From an optimization exercise on the open Yosys and OpenROAD flow, aimed at small area and few clock cycles per item; shortcuts taken in it are not production practice.
The RTL of this run was laid out without a check of its function.
Power is estimated from default activity; no workload was simulated.

==> flow/design.v <==
`default_nettype none
module pot_average_motor_servo_setpoint (
    input  wire         i_clk,
    input  wire         i_rst_n,
    input  wire         i_in_valid,
    output logic        o_in_stall,
    input  wire  [19:0] i_in_item,
    output logic        o_out_valid,
    input  wire         i_out_stall,
    output logic [56:0] o_out_item
);
    localparam int WINDOW = 10;
    logic [19:0] r_cell [WINDOW];
    logic [3:0]  r_fill;
    logic        full;
    logic [13:0] r_ssum, r_asum;
    logic [13:0] ssum_next, asum_next;
    logic        r_valid;
    logic        accept;
    logic        take_old;
    logic [9:0]  new_s, new_a, nold_s, nold_a;
    assign o_in_stall  = r_valid && i_out_stall;
    assign accept      = i_in_valid && !o_in_stall;
    assign o_out_valid = r_valid;
    always_ff @(posedge i_clk) begin
        if (accept) begin
            r_cell[0] <= i_in_item;
            for (int i = 1; i < WINDOW; i++) r_cell[i] <= r_cell[i-1];
        end
    end
    assign full     = (r_fill == 4'(WINDOW));
    assign take_old = accept && full;
    assign new_s    = accept ? i_in_item[19:10] : 10'd0;
    assign new_a    = accept ? i_in_item[9:0]   : 10'd0;
    assign nold_s   = take_old ? ~r_cell[WINDOW-1][19:10] : 10'd0;
    assign nold_a   = take_old ? ~r_cell[WINDOW-1][9:0]   : 10'd0;
    always_ff @(posedge i_clk) begin
        if (!i_rst_n) begin
            r_fill  <= '0;
            r_valid <= 1'b0;
        end else begin
            r_valid <= accept || (r_valid && i_out_stall);
            if (accept && !full) r_fill <= r_fill + 4'd1;
        end
    end
    always_ff @(posedge i_clk) begin
        r_ssum <= i_rst_n ? ssum_next : 14'd0;
        r_asum <= i_rst_n ? asum_next : 14'd0;
    end
    logic [7:0]  speed;    
    logic [7:0]  qa;
    logic        neg, pos;
    logic [8:0]  w5;       
    logic [12:0] servo;
    logic [7:0]  aset;
    logic [6:0]  smag;
    assign neg = speed[7];
    assign pos = !neg && (speed != 8'd0);
    logic h_1;
    logic h_2;
    logic h_3;
    logic h_4;
    logic h_5;
    logic h_6;
    logic h_7;
    logic h_8;
    logic h_9;
    logic h_10;
    logic h_11;
    logic h_12;
    logic h_13;
    logic h_14;
    logic h_15;
    logic h_16;
    logic h_17;
    logic h_18;
    logic h_19;
    logic h_20;
    logic h_21;
    logic h_22;
    logic h_23;
    logic h_24;
    logic h_25;
    logic h_26;
    logic h_27;
    logic h_28;
    logic h_29;
    logic h_30;
    logic h_31;
    logic h_32;
    logic h_33;
    logic h_34;
    logic h_35;
    logic h_36;
    logic h_37;
    logic h_38;
    logic h_39;
    logic h_40;
    logic h_41;
    logic h_42;
    logic h_43;
    logic h_44;
    logic h_45;
    logic h_46;
    logic h_47;
    logic h_48;
    logic h_49;
    logic h_50;
    logic h_51;
    logic h_52;
    logic h_53;
    logic h_54;
    logic h_55;
    logic h_56;
    logic h_57;
    logic h_58;
    logic h_59;
    logic h_60;
    logic h_61;
    logic h_62;
    logic h_63;
    logic h_64;
    logic h_65;
    logic h_66;
    logic h_67;
    logic h_68;
    logic h_69;
    logic h_70;
    logic h_71;
    logic h_72;
    logic h_73;
    logic h_74;
    logic h_75;
    logic h_76;
    logic h_77;
    logic h_78;
    logic h_79;
    logic h_80;
    logic h_81;
    logic h_82;
    logic h_83;
    logic h_84;
    logic h_85;
    logic h_86;
    logic h_87;
    logic h_88;
    logic h_89;
    logic h_90;
    logic h_91;
    logic h_92;
    logic h_93;
    logic h_94;
    logic h_95;
    logic h_96;
    logic h_97;
    logic h_98;
    logic h_99;
    logic h_100;
    logic h_101;
    logic h_102;
    logic h_103;
    logic h_104;
    logic h_105;
    logic h_106;
    logic h_107;
    logic h_108;
    logic h_109;
    logic h_110;
    logic h_111;
    logic h_112;
    logic h_113;
    logic h_114;
    logic h_115;
    logic h_116;
    logic h_117;
    logic h_118;
    logic h_119;
    logic h_120;
    logic h_121;
    logic h_122;
    logic h_123;
    logic h_124;
    logic h_125;
    logic h_126;
    logic h_127;
    logic h_128;
    logic h_129;
    logic h_130;
    logic h_131;
    logic h_132;
    logic h_133;
    logic h_134;
    logic h_135;
    logic h_136;
    logic h_137;
    logic h_138;
    logic h_139;
    logic h_140;
    logic h_141;
    logic h_142;
    logic h_143;
    logic h_144;
    logic h_145;
    logic h_146;
    logic h_147;
    logic h_148;
    logic h_149;
    logic h_150;
    logic h_151;
    logic h_152;
    logic h_153;
    logic h_154;
    logic h_155;
    logic h_156;
    logic h_157;
    logic h_158;
    logic h_159;
    logic h_160;
    logic h_161;
    logic h_162;
    logic h_163;
    logic h_164;
    logic h_165;
    logic h_166;
    logic h_167;
    logic h_168;
    logic h_169;
    logic h_170;
    logic h_171;
    logic h_172;
    logic h_173;
    logic h_174;
    logic h_175;
    logic h_176;
    logic h_177;
    logic h_178;
    logic h_179;
    logic h_180;
    logic h_181;
    logic h_182;
    logic h_183;
    logic h_184;
    logic h_185;
    logic h_186;
    logic h_187;
    logic h_188;
    logic h_189;
    logic h_190;
    logic h_191;
    logic h_192;
    logic h_193;
    logic h_194;
    logic h_195;
    logic h_196;
    logic h_197;
    logic h_198;
    logic h_199;
    logic h_200;
    logic h_201;
    logic h_202;
    logic h_203;
    logic h_204;
    logic h_205;
    logic h_206;
    logic h_207;
    logic h_208;
    logic h_209;
    logic h_210;
    logic h_211;
    logic h_212;
    logic h_213;
    logic h_214;
    logic h_215;
    logic h_216;
    logic h_217;
    logic h_218;
    logic h_219;
    logic h_220;
    logic h_221;
    logic h_222;
    logic h_223;
    logic h_224;
    logic h_225;
    logic h_226;
    logic h_227;
    logic h_228;
    logic h_229;
    logic h_230;
    logic h_231;
    logic h_232;
    logic h_233;
    logic h_234;
    logic h_235;
    logic h_236;
    logic h_237;
    logic h_238;
    logic h_239;
    logic h_240;
    logic h_241;
    logic h_242;
    logic h_243;
    logic h_244;
    logic h_245;
    logic h_246;
    logic h_247;
    logic h_248;
    logic h_249;
    logic h_250;
    logic h_251;
    logic h_252;
    logic h_253;
    logic h_254;
    logic h_255;
    logic h_256;
    logic h_257;
    logic h_258;
    logic h_259;
    logic h_260;
    logic h_261;
    logic h_262;
    logic h_263;
    logic h_264;
    logic h_265;
    logic h_266;
    logic h_267;
    logic h_268;
    logic h_269;
    logic h_270;
    logic h_271;
    logic h_272;
    logic h_273;
    logic h_274;
    logic h_275;
    logic h_276;
    logic h_277;
    logic h_278;
    logic h_279;
    logic h_280;
    logic h_281;
    logic h_282;
    logic h_283;
    logic h_284;
    logic h_285;
    logic h_286;
    logic h_287;
    logic h_288;
    logic h_289;
    logic h_290;
    logic h_291;
    logic h_292;
    logic h_293;
    logic h_294;
    logic h_295;
    logic h_296;
    logic h_297;
    logic h_298;
    logic h_299;
    logic h_300;
    logic h_301;
    logic h_302;
    logic h_303;
    logic h_304;
    logic h_305;
    logic h_306;
    logic h_307;
    logic h_308;
    logic h_309;
    logic h_310;
    logic h_311;
    logic h_312;
    logic h_313;
    logic h_314;
    logic h_315;
    logic h_316;
    logic h_317;
    logic h_318;
    logic h_319;
    logic h_320;
    logic h_321;
    logic h_322;
    logic h_323;
    logic h_324;
    logic h_325;
    logic h_326;
    logic h_327;
    logic h_328;
    logic h_329;
    logic h_330;
    logic h_331;
    logic h_332;
    logic h_333;
    logic h_334;
    logic h_335;
    logic h_336;
    logic h_337;
    logic h_338;
    logic h_339;
    logic h_340;
    logic h_341;
    logic h_342;
    logic h_343;
    logic h_344;
    logic h_345;
    logic h_346;
    logic h_347;
    logic h_348;
    logic h_349;
    logic h_350;
    logic h_351;
    logic h_352;
    logic h_353;
    logic h_354;
    logic h_355;
    logic h_356;
    logic h_357;
    logic h_358;
    logic h_359;
    logic h_360;
    logic h_361;
    logic h_362;
    logic h_363;
    logic h_364;
    logic h_365;
    logic h_366;
    logic h_367;
    logic h_368;
    logic h_369;
    logic h_370;
    logic h_371;
    logic h_372;
    logic h_373;
    logic h_374;
    logic h_375;
    logic h_376;
    logic h_377;
    assign h_1 = r_ssum[0] ^ new_s[0] ^ nold_s[0];
    assign h_2 = (r_ssum[0] & new_s[0]) | (r_ssum[0] & nold_s[0]) | (new_s[0] & nold_s[0]);
    assign h_3 = r_ssum[1] ^ new_s[1] ^ nold_s[1];
    assign h_4 = (r_ssum[1] & new_s[1]) | (r_ssum[1] & nold_s[1]) | (new_s[1] & nold_s[1]);
    assign h_5 = r_ssum[2] ^ new_s[2] ^ nold_s[2];
    assign h_6 = (r_ssum[2] & new_s[2]) | (r_ssum[2] & nold_s[2]) | (new_s[2] & nold_s[2]);
    assign h_7 = r_ssum[3] ^ new_s[3] ^ nold_s[3];
    assign h_8 = (r_ssum[3] & new_s[3]) | (r_ssum[3] & nold_s[3]) | (new_s[3] & nold_s[3]);
    assign h_9 = r_ssum[4] ^ new_s[4] ^ nold_s[4];
    assign h_10 = (r_ssum[4] & new_s[4]) | (r_ssum[4] & nold_s[4]) | (new_s[4] & nold_s[4]);
    assign h_11 = r_ssum[5] ^ new_s[5] ^ nold_s[5];
    assign h_12 = (r_ssum[5] & new_s[5]) | (r_ssum[5] & nold_s[5]) | (new_s[5] & nold_s[5]);
    assign h_13 = r_ssum[6] ^ new_s[6] ^ nold_s[6];
    assign h_14 = (r_ssum[6] & new_s[6]) | (r_ssum[6] & nold_s[6]) | (new_s[6] & nold_s[6]);
    assign h_15 = r_ssum[7] ^ new_s[7] ^ nold_s[7];
    assign h_16 = (r_ssum[7] & new_s[7]) | (r_ssum[7] & nold_s[7]) | (new_s[7] & nold_s[7]);
    assign h_17 = r_ssum[8] ^ new_s[8] ^ nold_s[8];
    assign h_18 = (r_ssum[8] & new_s[8]) | (r_ssum[8] & nold_s[8]) | (new_s[8] & nold_s[8]);
    assign h_19 = r_ssum[9] ^ new_s[9] ^ nold_s[9];
    assign h_20 = (r_ssum[9] & new_s[9]) | (r_ssum[9] & nold_s[9]) | (new_s[9] & nold_s[9]);
    assign h_21 = h_20 ^ r_ssum[10] ^ take_old;
    assign h_22 = (h_20 & r_ssum[10]) | (h_20 & take_old) | (r_ssum[10] & take_old);
    assign h_23 = h_22 ^ r_ssum[11] ^ take_old;
    assign h_24 = (h_22 & r_ssum[11]) | (h_22 & take_old) | (r_ssum[11] & take_old);
    assign h_25 = h_24 ^ r_ssum[12] ^ take_old;
    assign h_26 = (h_24 & r_ssum[12]) | (h_24 & take_old) | (r_ssum[12] & take_old);
    assign h_27 = h_26 ^ r_ssum[13] ^ take_old;
    assign h_28 = (h_26 & r_ssum[13]) | (h_26 & take_old) | (r_ssum[13] & take_old);
    assign h_29 = h_1 ^ take_old;
    assign h_30 = h_1 & take_old;
    assign h_31 = h_2 ^ h_3 ^ h_30;
    assign h_32 = (h_2 & h_3) | (h_2 & h_30) | (h_3 & h_30);
    assign h_33 = h_4 ^ h_5 ^ h_32;
    assign h_34 = (h_4 & h_5) | (h_4 & h_32) | (h_5 & h_32);
    assign h_35 = h_6 ^ h_7 ^ h_34;
    assign h_36 = (h_6 & h_7) | (h_6 & h_34) | (h_7 & h_34);
    assign h_37 = h_8 ^ h_9 ^ h_36;
    assign h_38 = (h_8 & h_9) | (h_8 & h_36) | (h_9 & h_36);
    assign h_39 = h_10 ^ h_11 ^ h_38;
    assign h_40 = (h_10 & h_11) | (h_10 & h_38) | (h_11 & h_38);
    assign h_41 = h_12 ^ h_13 ^ h_40;
    assign h_42 = (h_12 & h_13) | (h_12 & h_40) | (h_13 & h_40);
    assign h_43 = h_14 ^ h_15 ^ h_42;
    assign h_44 = (h_14 & h_15) | (h_14 & h_42) | (h_15 & h_42);
    assign h_45 = h_16 ^ h_17 ^ h_44;
    assign h_46 = (h_16 & h_17) | (h_16 & h_44) | (h_17 & h_44);
    assign h_47 = h_18 ^ h_19 ^ h_46;
    assign h_48 = (h_18 & h_19) | (h_18 & h_46) | (h_19 & h_46);
    assign h_49 = h_21 ^ h_48;
    assign h_50 = h_21 & h_48;
    assign h_51 = h_23 ^ h_50;
    assign h_52 = h_23 & h_50;
    assign h_53 = h_25 ^ h_52;
    assign h_54 = h_25 & h_52;
    assign h_55 = h_27 ^ h_54;
    assign h_56 = h_27 & h_54;
    assign h_57 = r_asum[0] ^ new_a[0] ^ nold_a[0];
    assign h_58 = (r_asum[0] & new_a[0]) | (r_asum[0] & nold_a[0]) | (new_a[0] & nold_a[0]);
    assign h_59 = r_asum[1] ^ new_a[1] ^ nold_a[1];
    assign h_60 = (r_asum[1] & new_a[1]) | (r_asum[1] & nold_a[1]) | (new_a[1] & nold_a[1]);
    assign h_61 = r_asum[2] ^ new_a[2] ^ nold_a[2];
    assign h_62 = (r_asum[2] & new_a[2]) | (r_asum[2] & nold_a[2]) | (new_a[2] & nold_a[2]);
    assign h_63 = r_asum[3] ^ new_a[3] ^ nold_a[3];
    assign h_64 = (r_asum[3] & new_a[3]) | (r_asum[3] & nold_a[3]) | (new_a[3] & nold_a[3]);
    assign h_65 = r_asum[4] ^ new_a[4] ^ nold_a[4];
    assign h_66 = (r_asum[4] & new_a[4]) | (r_asum[4] & nold_a[4]) | (new_a[4] & nold_a[4]);
    assign h_67 = r_asum[5] ^ new_a[5] ^ nold_a[5];
    assign h_68 = (r_asum[5] & new_a[5]) | (r_asum[5] & nold_a[5]) | (new_a[5] & nold_a[5]);
    assign h_69 = r_asum[6] ^ new_a[6] ^ nold_a[6];
    assign h_70 = (r_asum[6] & new_a[6]) | (r_asum[6] & nold_a[6]) | (new_a[6] & nold_a[6]);
    assign h_71 = r_asum[7] ^ new_a[7] ^ nold_a[7];
    assign h_72 = (r_asum[7] & new_a[7]) | (r_asum[7] & nold_a[7]) | (new_a[7] & nold_a[7]);
    assign h_73 = r_asum[8] ^ new_a[8] ^ nold_a[8];
    assign h_74 = (r_asum[8] & new_a[8]) | (r_asum[8] & nold_a[8]) | (new_a[8] & nold_a[8]);
    assign h_75 = r_asum[9] ^ new_a[9] ^ nold_a[9];
    assign h_76 = (r_asum[9] & new_a[9]) | (r_asum[9] & nold_a[9]) | (new_a[9] & nold_a[9]);
    assign h_77 = h_76 ^ r_asum[10] ^ take_old;
    assign h_78 = (h_76 & r_asum[10]) | (h_76 & take_old) | (r_asum[10] & take_old);
    assign h_79 = h_78 ^ r_asum[11] ^ take_old;
    assign h_80 = (h_78 & r_asum[11]) | (h_78 & take_old) | (r_asum[11] & take_old);
    assign h_81 = h_80 ^ r_asum[12] ^ take_old;
    assign h_82 = (h_80 & r_asum[12]) | (h_80 & take_old) | (r_asum[12] & take_old);
    assign h_83 = h_82 ^ r_asum[13] ^ take_old;
    assign h_84 = (h_82 & r_asum[13]) | (h_82 & take_old) | (r_asum[13] & take_old);
    assign h_85 = h_57 ^ take_old;
    assign h_86 = h_57 & take_old;
    assign h_87 = h_58 ^ h_59 ^ h_86;
    assign h_88 = (h_58 & h_59) | (h_58 & h_86) | (h_59 & h_86);
    assign h_89 = h_60 ^ h_61 ^ h_88;
    assign h_90 = (h_60 & h_61) | (h_60 & h_88) | (h_61 & h_88);
    assign h_91 = h_62 ^ h_63 ^ h_90;
    assign h_92 = (h_62 & h_63) | (h_62 & h_90) | (h_63 & h_90);
    assign h_93 = h_64 ^ h_65 ^ h_92;
    assign h_94 = (h_64 & h_65) | (h_64 & h_92) | (h_65 & h_92);
    assign h_95 = h_66 ^ h_67 ^ h_94;
    assign h_96 = (h_66 & h_67) | (h_66 & h_94) | (h_67 & h_94);
    assign h_97 = h_68 ^ h_69 ^ h_96;
    assign h_98 = (h_68 & h_69) | (h_68 & h_96) | (h_69 & h_96);
    assign h_99 = h_70 ^ h_71 ^ h_98;
    assign h_100 = (h_70 & h_71) | (h_70 & h_98) | (h_71 & h_98);
    assign h_101 = h_72 ^ h_73 ^ h_100;
    assign h_102 = (h_72 & h_73) | (h_72 & h_100) | (h_73 & h_100);
    assign h_103 = h_74 ^ h_75 ^ h_102;
    assign h_104 = (h_74 & h_75) | (h_74 & h_102) | (h_75 & h_102);
    assign h_105 = h_77 ^ h_104;
    assign h_106 = h_77 & h_104;
    assign h_107 = h_79 ^ h_106;
    assign h_108 = h_79 & h_106;
    assign h_109 = h_81 ^ h_108;
    assign h_110 = h_81 & h_108;
    assign h_111 = h_83 ^ h_110;
    assign h_112 = h_83 & h_110;
    assign h_113 = r_ssum[7] ^ r_ssum[4] ^ ~r_ssum[2];
    assign h_114 = (r_ssum[7] & r_ssum[4]) | (r_ssum[7] & ~r_ssum[2]) | (r_ssum[4] & ~r_ssum[2]);
    assign h_115 = r_ssum[8] ^ r_ssum[5] ^ ~r_ssum[12];
    assign h_116 = (r_ssum[8] & r_ssum[5]) | (r_ssum[8] & ~r_ssum[12]) | (r_ssum[5] & ~r_ssum[12]);
    assign h_117 = r_ssum[9] ^ r_ssum[6] ^ r_ssum[0];
    assign h_118 = (r_ssum[9] & r_ssum[6]) | (r_ssum[9] & r_ssum[0]) | (r_ssum[6] & r_ssum[0]);
    assign h_119 = r_ssum[10] ^ r_ssum[7] ^ r_ssum[1];
    assign h_120 = (r_ssum[10] & r_ssum[7]) | (r_ssum[10] & r_ssum[1]) | (r_ssum[7] & r_ssum[1]);
    assign h_121 = r_ssum[11] ^ r_ssum[8] ^ r_ssum[2];
    assign h_122 = (r_ssum[11] & r_ssum[8]) | (r_ssum[11] & r_ssum[2]) | (r_ssum[8] & r_ssum[2]);
    assign h_123 = r_ssum[0] ^ ~r_ssum[6] ^ 1'b1;
    assign h_124 = (r_ssum[0] & ~r_ssum[6]) | (r_ssum[0] & 1'b1) | (~r_ssum[6] & 1'b1);
    assign h_125 = r_ssum[12] ^ r_ssum[9] ^ r_ssum[3];
    assign h_126 = (r_ssum[12] & r_ssum[9]) | (r_ssum[12] & r_ssum[3]) | (r_ssum[9] & r_ssum[3]);
    assign h_127 = r_ssum[1] ^ ~r_ssum[7] ^ 1'b1;
    assign h_128 = (r_ssum[1] & ~r_ssum[7]) | (r_ssum[1] & 1'b1) | (~r_ssum[7] & 1'b1);
    assign h_129 = r_ssum[13] ^ r_ssum[10] ^ r_ssum[4];
    assign h_130 = (r_ssum[13] & r_ssum[10]) | (r_ssum[13] & r_ssum[4]) | (r_ssum[10] & r_ssum[4]);
    assign h_131 = r_ssum[2] ^ ~r_ssum[8] ^ 1'b1;
    assign h_132 = (r_ssum[2] & ~r_ssum[8]) | (r_ssum[2] & 1'b1) | (~r_ssum[8] & 1'b1);
    assign h_133 = r_ssum[11] ^ r_ssum[5] ^ r_ssum[3];
    assign h_134 = (r_ssum[11] & r_ssum[5]) | (r_ssum[11] & r_ssum[3]) | (r_ssum[5] & r_ssum[3]);
    assign h_135 = r_ssum[12] ^ r_ssum[6] ^ r_ssum[4];
    assign h_136 = (r_ssum[12] & r_ssum[6]) | (r_ssum[12] & r_ssum[4]) | (r_ssum[6] & r_ssum[4]);
    assign h_137 = r_ssum[13] ^ r_ssum[7] ^ r_ssum[5];
    assign h_138 = (r_ssum[13] & r_ssum[7]) | (r_ssum[13] & r_ssum[5]) | (r_ssum[7] & r_ssum[5]);
    assign h_139 = r_ssum[8] ^ r_ssum[6] ^ ~r_ssum[12];
    assign h_140 = (r_ssum[8] & r_ssum[6]) | (r_ssum[8] & ~r_ssum[12]) | (r_ssum[6] & ~r_ssum[12]);
    assign h_141 = r_ssum[9] ^ r_ssum[7] ^ ~r_ssum[13];
    assign h_142 = (r_ssum[9] & r_ssum[7]) | (r_ssum[9] & ~r_ssum[13]) | (r_ssum[7] & ~r_ssum[13]);
    assign h_143 = r_ssum[11] ^ r_ssum[9] ^ 1'b1;
    assign h_144 = (r_ssum[11] & r_ssum[9]) | (r_ssum[11] & 1'b1) | (r_ssum[9] & 1'b1);
    assign h_145 = r_ssum[12] ^ r_ssum[10] ^ 1'b1;
    assign h_146 = (r_ssum[12] & r_ssum[10]) | (r_ssum[12] & 1'b1) | (r_ssum[10] & 1'b1);
    assign h_147 = h_114 ^ h_115 ^ ~r_ssum[3];
    assign h_148 = (h_114 & h_115) | (h_114 & ~r_ssum[3]) | (h_115 & ~r_ssum[3]);
    assign h_149 = h_116 ^ h_117 ^ ~r_ssum[13];
    assign h_150 = (h_116 & h_117) | (h_116 & ~r_ssum[13]) | (h_117 & ~r_ssum[13]);
    assign h_151 = h_118 ^ h_119 ^ ~r_ssum[5];
    assign h_152 = (h_118 & h_119) | (h_118 & ~r_ssum[5]) | (h_119 & ~r_ssum[5]);
    assign h_153 = h_120 ^ h_121 ^ h_123;
    assign h_154 = (h_120 & h_121) | (h_120 & h_123) | (h_121 & h_123);
    assign h_155 = h_122 ^ h_124 ^ h_125;
    assign h_156 = (h_122 & h_124) | (h_122 & h_125) | (h_124 & h_125);
    assign h_157 = h_126 ^ h_128 ^ h_129;
    assign h_158 = (h_126 & h_128) | (h_126 & h_129) | (h_128 & h_129);
    assign h_159 = h_130 ^ h_132 ^ h_133;
    assign h_160 = (h_130 & h_132) | (h_130 & h_133) | (h_132 & h_133);
    assign h_161 = h_134 ^ h_135 ^ ~r_ssum[10];
    assign h_162 = (h_134 & h_135) | (h_134 & ~r_ssum[10]) | (h_135 & ~r_ssum[10]);
    assign h_163 = h_136 ^ h_137 ^ ~r_ssum[11];
    assign h_164 = (h_136 & h_137) | (h_136 & ~r_ssum[11]) | (h_137 & ~r_ssum[11]);
    assign h_165 = h_142 ^ r_ssum[10] ^ r_ssum[8];
    assign h_166 = (h_142 & r_ssum[10]) | (h_142 & r_ssum[8]) | (r_ssum[10] & r_ssum[8]);
    assign h_167 = h_146 ^ r_ssum[13] ^ r_ssum[11];
    assign h_168 = (h_146 & r_ssum[13]) | (h_146 & r_ssum[11]) | (r_ssum[13] & r_ssum[11]);
    assign h_169 = h_148 ^ h_149 ^ ~r_ssum[4];
    assign h_170 = (h_148 & h_149) | (h_148 & ~r_ssum[4]) | (h_149 & ~r_ssum[4]);
    assign h_171 = h_150 ^ h_151 ^ 1'b1;
    assign h_172 = (h_150 & h_151) | (h_150 & 1'b1) | (h_151 & 1'b1);
    assign h_173 = h_154 ^ h_155 ^ h_127;
    assign h_174 = (h_154 & h_155) | (h_154 & h_127) | (h_155 & h_127);
    assign h_175 = h_156 ^ h_157 ^ h_131;
    assign h_176 = (h_156 & h_157) | (h_156 & h_131) | (h_157 & h_131);
    assign h_177 = h_158 ^ h_159 ^ ~r_ssum[9];
    assign h_178 = (h_158 & h_159) | (h_158 & ~r_ssum[9]) | (h_159 & ~r_ssum[9]);
    assign h_179 = h_160 ^ h_161 ^ 1'b1;
    assign h_180 = (h_160 & h_161) | (h_160 & 1'b1) | (h_161 & 1'b1);
    assign h_181 = h_162 ^ h_163 ^ 1'b1;
    assign h_182 = (h_162 & h_163) | (h_162 & 1'b1) | (h_163 & 1'b1);
    assign h_183 = h_164 ^ h_138 ^ h_139;
    assign h_184 = (h_164 & h_138) | (h_164 & h_139) | (h_138 & h_139);
    assign h_185 = h_172 ^ h_152 ^ h_153;
    assign h_186 = (h_172 & h_152) | (h_172 & h_153) | (h_152 & h_153);
    assign h_187 = h_176 ^ h_177 ^ 1'b1;
    assign h_188 = (h_176 & h_177) | (h_176 & 1'b1) | (h_177 & 1'b1);
    assign h_189 = h_184 ^ h_140 ^ h_141;
    assign h_190 = (h_184 & h_140) | (h_184 & h_141) | (h_140 & h_141);
    assign h_191 = h_188 ^ h_178 ^ h_179;
    assign h_192 = (h_188 & h_178) | (h_188 & h_179) | (h_178 & h_179);
    assign h_193 = h_192 ^ h_180 ^ h_181;
    assign h_194 = (h_192 & h_180) | (h_192 & h_181) | (h_180 & h_181);
    assign h_195 = h_194 ^ h_182 ^ h_183;
    assign h_196 = (h_194 & h_182) | (h_194 & h_183) | (h_182 & h_183);
    assign h_197 = ~r_ssum[1] & 1'b1;
    assign h_198 = (h_113 & 1'b1) | (h_113 & h_197) | (1'b1 & h_197);
    assign h_199 = (h_147 & 1'b1) | (h_147 & h_198) | (1'b1 & h_198);
    assign h_200 = h_169 & h_199;
    assign h_201 = (h_170 & h_171) | (h_170 & h_200) | (h_171 & h_200);
    assign h_202 = h_185 & h_201;
    assign h_203 = (h_186 & h_173) | (h_186 & h_202) | (h_173 & h_202);
    assign h_204 = (h_174 & h_175) | (h_174 & h_203) | (h_175 & h_203);
    assign h_205 = h_187 & h_204;
    assign h_206 = h_191 & h_205;
    assign h_207 = h_193 & h_206;
    assign h_208 = h_195 ^ h_207;
    assign h_209 = h_195 & h_207;
    assign h_210 = h_196 ^ h_189 ^ h_209;
    assign h_211 = (h_196 & h_189) | (h_196 & h_209) | (h_189 & h_209);
    assign h_212 = h_190 ^ h_165 ^ h_211;
    assign h_213 = (h_190 & h_165) | (h_190 & h_211) | (h_165 & h_211);
    assign h_214 = h_166 ^ h_143 ^ h_213;
    assign h_215 = (h_166 & h_143) | (h_166 & h_213) | (h_143 & h_213);
    assign h_216 = h_144 ^ h_145 ^ h_215;
    assign h_217 = (h_144 & h_145) | (h_144 & h_215) | (h_145 & h_215);
    assign h_218 = h_167 ^ h_217;
    assign h_219 = h_167 & h_217;
    assign h_220 = h_168 ^ r_ssum[12] ^ h_219;
    assign h_221 = (h_168 & r_ssum[12]) | (h_168 & h_219) | (r_ssum[12] & h_219);
    assign h_222 = r_ssum[13] ^ 1'b1 ^ h_221;
    assign h_223 = (r_ssum[13] & 1'b1) | (r_ssum[13] & h_221) | (1'b1 & h_221);
    assign h_224 = r_asum[10] ^ r_asum[7] ^ r_asum[0];
    assign h_225 = (r_asum[10] & r_asum[7]) | (r_asum[10] & r_asum[0]) | (r_asum[7] & r_asum[0]);
    assign h_226 = r_asum[11] ^ r_asum[8] ^ r_asum[1];
    assign h_227 = (r_asum[11] & r_asum[8]) | (r_asum[11] & r_asum[1]) | (r_asum[8] & r_asum[1]);
    assign h_228 = r_asum[12] ^ r_asum[9] ^ r_asum[2];
    assign h_229 = (r_asum[12] & r_asum[9]) | (r_asum[12] & r_asum[2]) | (r_asum[9] & r_asum[2]);
    assign h_230 = r_asum[13] ^ r_asum[10] ^ r_asum[3];
    assign h_231 = (r_asum[13] & r_asum[10]) | (r_asum[13] & r_asum[3]) | (r_asum[10] & r_asum[3]);
    assign h_232 = r_asum[11] ^ r_asum[4] ^ r_asum[1];
    assign h_233 = (r_asum[11] & r_asum[4]) | (r_asum[11] & r_asum[1]) | (r_asum[4] & r_asum[1]);
    assign h_234 = r_asum[12] ^ r_asum[5] ^ r_asum[2];
    assign h_235 = (r_asum[12] & r_asum[5]) | (r_asum[12] & r_asum[2]) | (r_asum[5] & r_asum[2]);
    assign h_236 = r_asum[13] ^ r_asum[6] ^ r_asum[3];
    assign h_237 = (r_asum[13] & r_asum[6]) | (r_asum[13] & r_asum[3]) | (r_asum[6] & r_asum[3]);
    assign h_238 = h_229 ^ h_230 ^ r_asum[0];
    assign h_239 = (h_229 & h_230) | (h_229 & r_asum[0]) | (h_230 & r_asum[0]);
    assign h_240 = h_237 ^ r_asum[7] ^ r_asum[4];
    assign h_241 = (h_237 & r_asum[7]) | (h_237 & r_asum[4]) | (r_asum[7] & r_asum[4]);
    assign h_242 = h_239 ^ h_231 ^ h_232;
    assign h_243 = (h_239 & h_231) | (h_239 & h_232) | (h_231 & h_232);
    assign h_244 = h_241 ^ r_asum[8] ^ r_asum[5];
    assign h_245 = (h_241 & r_asum[8]) | (h_241 & r_asum[5]) | (r_asum[8] & r_asum[5]);
    assign h_246 = h_243 ^ h_233 ^ h_234;
    assign h_247 = (h_243 & h_233) | (h_243 & h_234) | (h_233 & h_234);
    assign h_248 = h_245 ^ r_asum[9] ^ r_asum[6];
    assign h_249 = (h_245 & r_asum[9]) | (h_245 & r_asum[6]) | (r_asum[9] & r_asum[6]);
    assign h_250 = h_247 ^ h_235 ^ h_236;
    assign h_251 = (h_247 & h_235) | (h_247 & h_236) | (h_235 & h_236);
    assign h_252 = h_249 ^ r_asum[10] ^ r_asum[7];
    assign h_253 = (h_249 & r_asum[10]) | (h_249 & r_asum[7]) | (r_asum[10] & r_asum[7]);
    assign h_254 = h_253 ^ r_asum[11] ^ r_asum[8];
    assign h_255 = (h_253 & r_asum[11]) | (h_253 & r_asum[8]) | (r_asum[11] & r_asum[8]);
    assign h_256 = h_255 ^ r_asum[12] ^ r_asum[9];
    assign h_257 = (h_255 & r_asum[12]) | (h_255 & r_asum[9]) | (r_asum[12] & r_asum[9]);
    assign h_258 = h_257 ^ r_asum[13] ^ r_asum[10];
    assign h_259 = (h_257 & r_asum[13]) | (h_257 & r_asum[10]) | (r_asum[13] & r_asum[10]);
    assign h_260 = r_asum[6] & 1'b1;
    assign h_261 = (h_224 & 1'b1) | (h_224 & h_260) | (1'b1 & h_260);
    assign h_262 = (h_225 & h_226) | (h_225 & h_261) | (h_226 & h_261);
    assign h_263 = (h_227 & h_228) | (h_227 & h_262) | (h_228 & h_262);
    assign h_264 = h_238 & h_263;
    assign h_265 = h_242 & h_264;
    assign h_266 = h_246 & h_265;
    assign h_267 = h_250 & h_266;
    assign h_268 = (h_251 & h_240) | (h_251 & h_267) | (h_240 & h_267);
    assign h_269 = h_244 & h_268;
    assign h_270 = h_248 ^ h_269;
    assign h_271 = h_248 & h_269;
    assign h_272 = h_252 ^ h_271;
    assign h_273 = h_252 & h_271;
    assign h_274 = h_254 ^ h_273;
    assign h_275 = h_254 & h_273;
    assign h_276 = h_256 ^ h_275;
    assign h_277 = h_256 & h_275;
    assign h_278 = h_258 ^ h_277;
    assign h_279 = h_258 & h_277;
    assign h_280 = h_259 ^ r_asum[11] ^ h_279;
    assign h_281 = (h_259 & r_asum[11]) | (h_259 & h_279) | (r_asum[11] & h_279);
    assign h_282 = r_asum[12] ^ h_281;
    assign h_283 = r_asum[12] & h_281;
    assign h_284 = r_asum[13] ^ h_283;
    assign h_285 = r_asum[13] & h_283;
    assign h_286 = speed[0] ^ ~pos ^ 1'b1;
    assign h_287 = (speed[0] & ~pos) | (speed[0] & 1'b1) | (~pos & 1'b1);
    assign h_288 = speed[2] ^ speed[0] ^ 1'b1;
    assign h_289 = (speed[2] & speed[0]) | (speed[2] & 1'b1) | (speed[0] & 1'b1);
    assign h_290 = speed[3] ^ speed[1] ^ 1'b1;
    assign h_291 = (speed[3] & speed[1]) | (speed[3] & 1'b1) | (speed[1] & 1'b1);
    assign h_292 = speed[4] ^ speed[2] ^ 1'b1;
    assign h_293 = (speed[4] & speed[2]) | (speed[4] & 1'b1) | (speed[2] & 1'b1);
    assign h_294 = speed[5] ^ speed[3] ^ 1'b1;
    assign h_295 = (speed[5] & speed[3]) | (speed[5] & 1'b1) | (speed[3] & 1'b1);
    assign h_296 = speed[6] ^ speed[4] ^ 1'b1;
    assign h_297 = (speed[6] & speed[4]) | (speed[6] & 1'b1) | (speed[4] & 1'b1);
    assign h_298 = speed[7] ^ speed[5] ^ 1'b1;
    assign h_299 = (speed[7] & speed[5]) | (speed[7] & 1'b1) | (speed[5] & 1'b1);
    assign h_300 = speed[7] ^ speed[6] ^ 1'b1;
    assign h_301 = (speed[7] & speed[6]) | (speed[7] & 1'b1) | (speed[6] & 1'b1);
    assign h_302 = h_287 ^ speed[1] ^ 1'b1;
    assign h_303 = (h_287 & speed[1]) | (h_287 & 1'b1) | (speed[1] & 1'b1);
    assign h_304 = h_303 ^ h_288;
    assign h_305 = h_303 & h_288;
    assign h_306 = h_289 ^ h_290 ^ h_305;
    assign h_307 = (h_289 & h_290) | (h_289 & h_305) | (h_290 & h_305);
    assign h_308 = h_291 ^ h_292 ^ h_307;
    assign h_309 = (h_291 & h_292) | (h_291 & h_307) | (h_292 & h_307);
    assign h_310 = h_293 ^ h_294 ^ h_309;
    assign h_311 = (h_293 & h_294) | (h_293 & h_309) | (h_294 & h_309);
    assign h_312 = h_295 ^ h_296 ^ h_311;
    assign h_313 = (h_295 & h_296) | (h_295 & h_311) | (h_296 & h_311);
    assign h_314 = h_297 ^ h_298 ^ h_313;
    assign h_315 = (h_297 & h_298) | (h_297 & h_313) | (h_298 & h_313);
    assign h_316 = h_299 ^ h_300 ^ h_315;
    assign h_317 = (h_299 & h_300) | (h_299 & h_315) | (h_300 & h_315);
    assign h_318 = qa[0] ^ qa[3] ^ 1'b1;
    assign h_319 = (qa[0] & qa[3]) | (qa[0] & 1'b1) | (qa[3] & 1'b1);
    assign h_320 = qa[0] ^ qa[1] ^ qa[4];
    assign h_321 = (qa[0] & qa[1]) | (qa[0] & qa[4]) | (qa[1] & qa[4]);
    assign h_322 = qa[1] ^ qa[2] ^ qa[5];
    assign h_323 = (qa[1] & qa[2]) | (qa[1] & qa[5]) | (qa[2] & qa[5]);
    assign h_324 = qa[2] ^ qa[3] ^ qa[6];
    assign h_325 = (qa[2] & qa[3]) | (qa[2] & qa[6]) | (qa[3] & qa[6]);
    assign h_326 = qa[3] ^ qa[4] ^ qa[7];
    assign h_327 = (qa[3] & qa[4]) | (qa[3] & qa[7]) | (qa[4] & qa[7]);
    assign h_328 = qa[4] ^ qa[5] ^ 1'b1;
    assign h_329 = (qa[4] & qa[5]) | (qa[4] & 1'b1) | (qa[5] & 1'b1);
    assign h_330 = qa[6] ^ qa[7] ^ 1'b1;
    assign h_331 = (qa[6] & qa[7]) | (qa[6] & 1'b1) | (qa[7] & 1'b1);
    assign h_332 = h_319 ^ h_320 ^ 1'b1;
    assign h_333 = (h_319 & h_320) | (h_319 & 1'b1) | (h_320 & 1'b1);
    assign h_334 = h_323 ^ h_324 ^ 1'b1;
    assign h_335 = (h_323 & h_324) | (h_323 & 1'b1) | (h_324 & 1'b1);
    assign h_336 = h_325 ^ h_326 ^ 1'b1;
    assign h_337 = (h_325 & h_326) | (h_325 & 1'b1) | (h_326 & 1'b1);
    assign h_338 = h_329 ^ qa[5] ^ qa[6];
    assign h_339 = (h_329 & qa[5]) | (h_329 & qa[6]) | (qa[5] & qa[6]);
    assign h_340 = h_333 ^ h_321 ^ h_322;
    assign h_341 = (h_333 & h_321) | (h_333 & h_322) | (h_321 & h_322);
    assign h_342 = h_337 ^ h_327 ^ h_328;
    assign h_343 = (h_337 & h_327) | (h_337 & h_328) | (h_327 & h_328);
    assign h_344 = qa[2] ^ 1'b1;
    assign h_345 = qa[2] & 1'b1;
    assign h_346 = h_318 ^ h_345;
    assign h_347 = h_318 & h_345;
    assign h_348 = h_332 ^ h_347;
    assign h_349 = h_332 & h_347;
    assign h_350 = h_340 ^ h_349;
    assign h_351 = h_340 & h_349;
    assign h_352 = h_341 ^ h_334 ^ h_351;
    assign h_353 = (h_341 & h_334) | (h_341 & h_351) | (h_334 & h_351);
    assign h_354 = h_335 ^ h_336 ^ h_353;
    assign h_355 = (h_335 & h_336) | (h_335 & h_353) | (h_336 & h_353);
    assign h_356 = h_342 ^ h_355;
    assign h_357 = h_342 & h_355;
    assign h_358 = h_343 ^ h_338 ^ h_357;
    assign h_359 = (h_343 & h_338) | (h_343 & h_357) | (h_338 & h_357);
    assign h_360 = h_339 ^ h_330 ^ h_359;
    assign h_361 = (h_339 & h_330) | (h_339 & h_359) | (h_330 & h_359);
    assign h_362 = h_331 ^ qa[7] ^ h_361;
    assign h_363 = (h_331 & qa[7]) | (h_331 & h_361) | (qa[7] & h_361);
    assign h_364 = qa[1] ^ 1'b1;
    assign h_365 = qa[1] & 1'b1;
    assign h_366 = qa[2] ^ 1'b1 ^ h_365;
    assign h_367 = (qa[2] & 1'b1) | (qa[2] & h_365) | (1'b1 & h_365);
    assign h_368 = qa[3] ^ h_367;
    assign h_369 = qa[3] & h_367;
    assign h_370 = qa[4] ^ h_369;
    assign h_371 = qa[4] & h_369;
    assign h_372 = qa[5] ^ 1'b1 ^ h_371;
    assign h_373 = (qa[5] & 1'b1) | (qa[5] & h_371) | (1'b1 & h_371);
    assign h_374 = qa[6] ^ h_373;
    assign h_375 = qa[6] & h_373;
    assign h_376 = qa[7] ^ 1'b1 ^ h_375;
    assign h_377 = (qa[7] & 1'b1) | (qa[7] & h_375) | (1'b1 & h_375);
    assign ssum_next = {h_55, h_53, h_51, h_49, h_47, h_45, h_43, h_41, h_39, h_37, h_35, h_33, h_31, h_29};
    assign asum_next = {h_111, h_109, h_107, h_105, h_103, h_101, h_99, h_97, h_95, h_93, h_91, h_89, h_87, h_85};
    assign speed = {h_222, h_220, h_218, h_216, h_214, h_212, h_210, h_208};
    assign qa = {h_284, h_282, h_280, h_278, h_276, h_274, h_272, h_270};
    assign w5 = {h_316, h_314, h_312, h_310, h_308, h_306, h_304, h_302, h_286};
    assign servo = {h_363, h_362, h_360, h_358, h_356, h_354, h_352, h_350, h_348, h_346, h_344, qa[1], qa[0]};
    assign aset = {h_376, h_374, h_372, h_370, h_368, h_366, h_364, qa[0]};
    always_comb begin
        logic seen;
        seen = 1'b0;
        for (int i = 0; i < 7; i++) begin
            smag[i] = speed[i] ^ (neg && seen);
            seen    = seen || speed[i];
        end
    end
    assign o_out_item[56:49] = speed;
    assign o_out_item[48:42] = smag;
    assign o_out_item[41:34] = aset;
    assign o_out_item[33:26] = qa;
    assign o_out_item[25]    = pos;
    assign o_out_item[24]    = neg;
    assign o_out_item[23:13] = {w5, pos, pos} ^ {11{neg}};
    assign o_out_item[12:0]  = servo;
endmodule
`default_nettype wire
==> flow/run.sh <==
#!/bin/bash
# synth_recipe.tcl (not shown) runs the flow's synth.tcl, then flattens the netlist and writes it again
# the make line also repeats each setting of config.mk as NAME=value (left out here)
make -C /OpenROAD-flow-scripts/flow DESIGN_CONFIG=/design/flow/config.mk WORK_HOME=/design/flow/orfs CLKGATE_MAP_FILE= SYNTH_SCRIPT=/design/flow/synth_recipe.tcl finish
==> flow/config.mk <==
export PLATFORM = sky130hd
export DESIGN_NAME = pot_average_motor_servo_setpoint
export DESIGN_NICKNAME = pot_average_motor_servo_setpoint
export VERILOG_FILES = /design/flow/design.v
export SDC_FILE = /design/flow/constraint.sdc
export NUM_CORES = 4
export LEC_CHECK = 0
export CAP_MARGIN = 20
export CORE_MARGIN = 2
export CORE_UTILIZATION = 40
export SLEW_MARGIN = 20
==> flow/constraint.sdc <==
create_clock -name core_clock -period 10.0 [get_ports {i_clk}]
set_input_delay 2.0000 -clock core_clock [delete_from_list [all_inputs] [get_ports {i_clk}]]
set_output_delay 2.0000 -clock core_clock [all_outputs]
set_load 0.01 [all_outputs]
==> flow_summary.yaml <==
clock_network:
  htree_levels: 1
  max-clock-path-buffers: 3
  cts_buffers: 25
  cts_root_buf: "clkbuf_16"
  cts.reportedPaths.clkPinSlew_ns: 0.06
  worstSkewPairLatency_ns: 0.53
  cts_tree: "yes"
  cts_num_sinks: 233
synth:
  avgSynthCellArea_um2: 15.3
  seq_area_frac_synth: 0.575
  netlist_area_um2: 11600
  async_reset_ff_frac: 0
  synth_top_area_frac: 0.518
  synth_edf_count: 200
  synth-seq-cells: 233
  synth.area.top_cells: "edfxtp_1 (52%), fa_1 (20%), ha_1 (6.1%)"
  synthesis.instances: 757
  synth_top_cell_by_area: "edfxtp_1"
  synth_nets: 953
  yosysWarnings: 2
  ys.flop_type: "edfxtp_1"
  ys_types: 37
global_routing:
  grt_pass1_wl_mm: 29.8
  grt_pass1_vias: 5734
  grt.total_usage: 0.123
  gr-total-overflow: 0
  grt_max_degree: 124
  antenna_found_initial: 0
timing:
  fin_crit_sh: 1.09
  fmax_ghz: 0.0917
  report.final.setup_viol: 4
  grt_setup_unrepaired: "true"
  slew-limit-headroom: 0.610
  holdWs_ns: 0.413
  finalClockSkew_ns: 0.0124
  hold_viol: 0
  setup_slack_ns: -0.902
  finalCriticalPeriod_ns: 10.90
  finalSetupTns_ns: -2.00
  worstMarginPinSlew_ns: 0.586
  maxSlewViolCount: 0
cells_and_area:
  fin_nets: 1072
  final_common_cell: "edfxtp_1"
  finalInstanceArea_um2: 14200
  drive_gt1_frac: 0.201
  area_delta_synth_final_pct: 22.0
  antenna-diode-count: 0
  final_cell_mix: "edfxtp_1 (200), inv_1 (138), fa_1 (93)"
setup_path:
  critPathKind: "flip-flop to output port"
  cp-end-kind: "output port"
  crit_slowest_cell: "fa_1"
  worstSetupStartpointType: "flip-flop"
  cp_max_fo: 3
  cp.arrival_ns: 8.90
  critPathMostFrequentCell: "fa_2"
  critPathMaxStageDelay_ns: 0.54
  cp_data_required_time_ns: 8.00
drt:
  vias: 5448
  wire_per_inst_um: 14.2
  ant_nets: 0
  drc: 0
  viasPerCell: 4.26
  drt_iter0_markers: 309
  drt-pass1-iter-count: 4
  routed_wl_mm: 18.2
floorplanning:
  die_y_um: 174
  die-area_um2: 30400
  core_um2: 28600
  rows: 62
  pin_count: 83
  fp.dieW_um: 174
  initial_utilization: 0.405
place:
  numPortBuffers: 82
  place_area_um2: 13100
  place_congestion: 0.778
  dp_hpwl_mm: 12.9
power:
  peakVddDrop_mv: 0.327
  powerDensity_nw_per_um2: 362
  power_mw: 5.13
  p_leak_nw: 5.70
status:
  status: "finished with violations"
  checkFailReasons: "negative setup slack"
min_path:
  hp-class: "flip-flop to flip-flop"
run:
  drv_cap: 0
==> logic make-up (layout without fill, tap and decap cells) <==
| logic type | after synthesis | in the layout | share of synthesized area |
|---|---|---|---|
| flip-flops | 233 | 233 | 0.575 |
| buffers and inverters | 200 | 338 | 0.0784 |
| adder cells (fa/ha/maj) | 174 | 174 | 0.262 |
| AND/OR/NAND/NOR | 103 | 103 | 0.0483 |
| XOR/XNOR | 31 | 31 | 0.0257 |
| AO/OA/AOI/OAI | 16 | 16 | 0.0115 |
==> synth_stat cells, drive strengths merged (2+ instances only) <==
cell type / number
inv: 152
ha: 57
dfxtp: 33
xnor2: 28
nand3: 3
fa: 115
maj3: 2
a21boi: 2
nor2b: 6
and2: 49
clkbuf: 7
edfxtp: 200
o21a: 2
nor2: 27
nand2: 10
nor4b: 3
o21ai: 3
buf: 41
xor2: 3
==> critical path, delay by kind of cell (launching register included) <==
| kind | cells | cell delay [ns] |
|---|---|---|
| compound gates | 3 | 0.45 |
| buf+inv | 9 | 0.50 |
| xor+xnor | 4 | 0.68 |
| fa+ha+maj | 21 | 6.18 |
| simple gates | 3 | 0.26 |
| flops | 1 | 0.34 |
==> layout make-up <==
| cell class | count | area [µm²] |
|---|---|---|
| Multi-Input combinational cell | 324 | 4280 |
| Sequential cell | 233 | 6680 |
| Timing Repair Buffer | 140 | 1250 |
| Inverter | 152 | 576 |
| Fill cell | 2467 | 14500 |
| Tap cell | 384 | 480 |
| Clock buffer | 34 | 719 |
| Clock inverter | 12 | 183 |
==> through the flow <==
step,util,setup slack (ns),cells
2_1_floorplan,-,-0.260,757
3_3_place_gp,0.457,-0.701,1228
5_1_grt,0.495,-1.29,1279
3_5_place_dp,0.457,-0.868,1228
6_report,0.495,-0.902,1279
4_1_cts,0.491,-0.996,1279
==> per-layer routing <==
metal / part of all wire / up-vias / track usage
li1: - / 2640 / -
met1: 0.50 / 2709 / 0.186
met2: 0.44 / 76 / 0.185
met3: 0.035 / 23 / 0.0223
met4: 0.016 / 0 / 0.0294
met5: 0 / - / 0
==> flip-flops by register name, summed over array words and instances, names as in the netlist <==
signal / cells
r_cell: 200
r_ssum: 14
r_valid: 1
r_fill: 4
r_asum: 14
==> power by group <==
group          switching, mW  internal (mW)
Combinational           1.38           1.60
Sequential            0.0276           1.13
Clock                  0.370          0.610
Total                   1.78           3.35
==> path summary, 6_finish.rpt <==
check,start,endpoint,depth (start not counted),slack [ns]
setup / recovery,r_ssum[3],o_out_item[23],40,-0.90
setup reg to reg,r_fill[0],r_asum[13],25,3.29
hold / removal,r_cell[7][10],r_cell[8][10],0,0.41
hold reg to reg,r_cell[7][10],r_cell[8][10],0,0.41
==> timing repair <==
item,4_1_cts,5_1_grt
gates resized for setup,52,31
gates cloned,0,0
setup endpoints to repair,9,10
setup buffers,5,0
pin swaps,16,11
hold buffers,0,0

## separate check: timing with driven ports
In the flow no input, the clock included, has a driving cell. The finished layout below was timed again as built, in two steps.
Step 1: set_driving_cell puts a clkbuf_16 on i_clk and a buf_2 on each other input, an assumption about the parent block.
Step 2 moves the port delays by t, midway between the first and last clock arrival at a register: inputs arrive t later, outputs are due t later. That takes back most of the time a late clock gives input paths.
Three values: ideal, step 1, step 2; two values: the first two.
shift t [ns]: 0.565
setup slack, ns: -0.902 / -0.947 / -0.382
worst register clock-pin slew, ns: 0.06 / 0.06
The setup slack of this run moves by -0.045 ns with the drivers and by +0.520 ns with both steps.
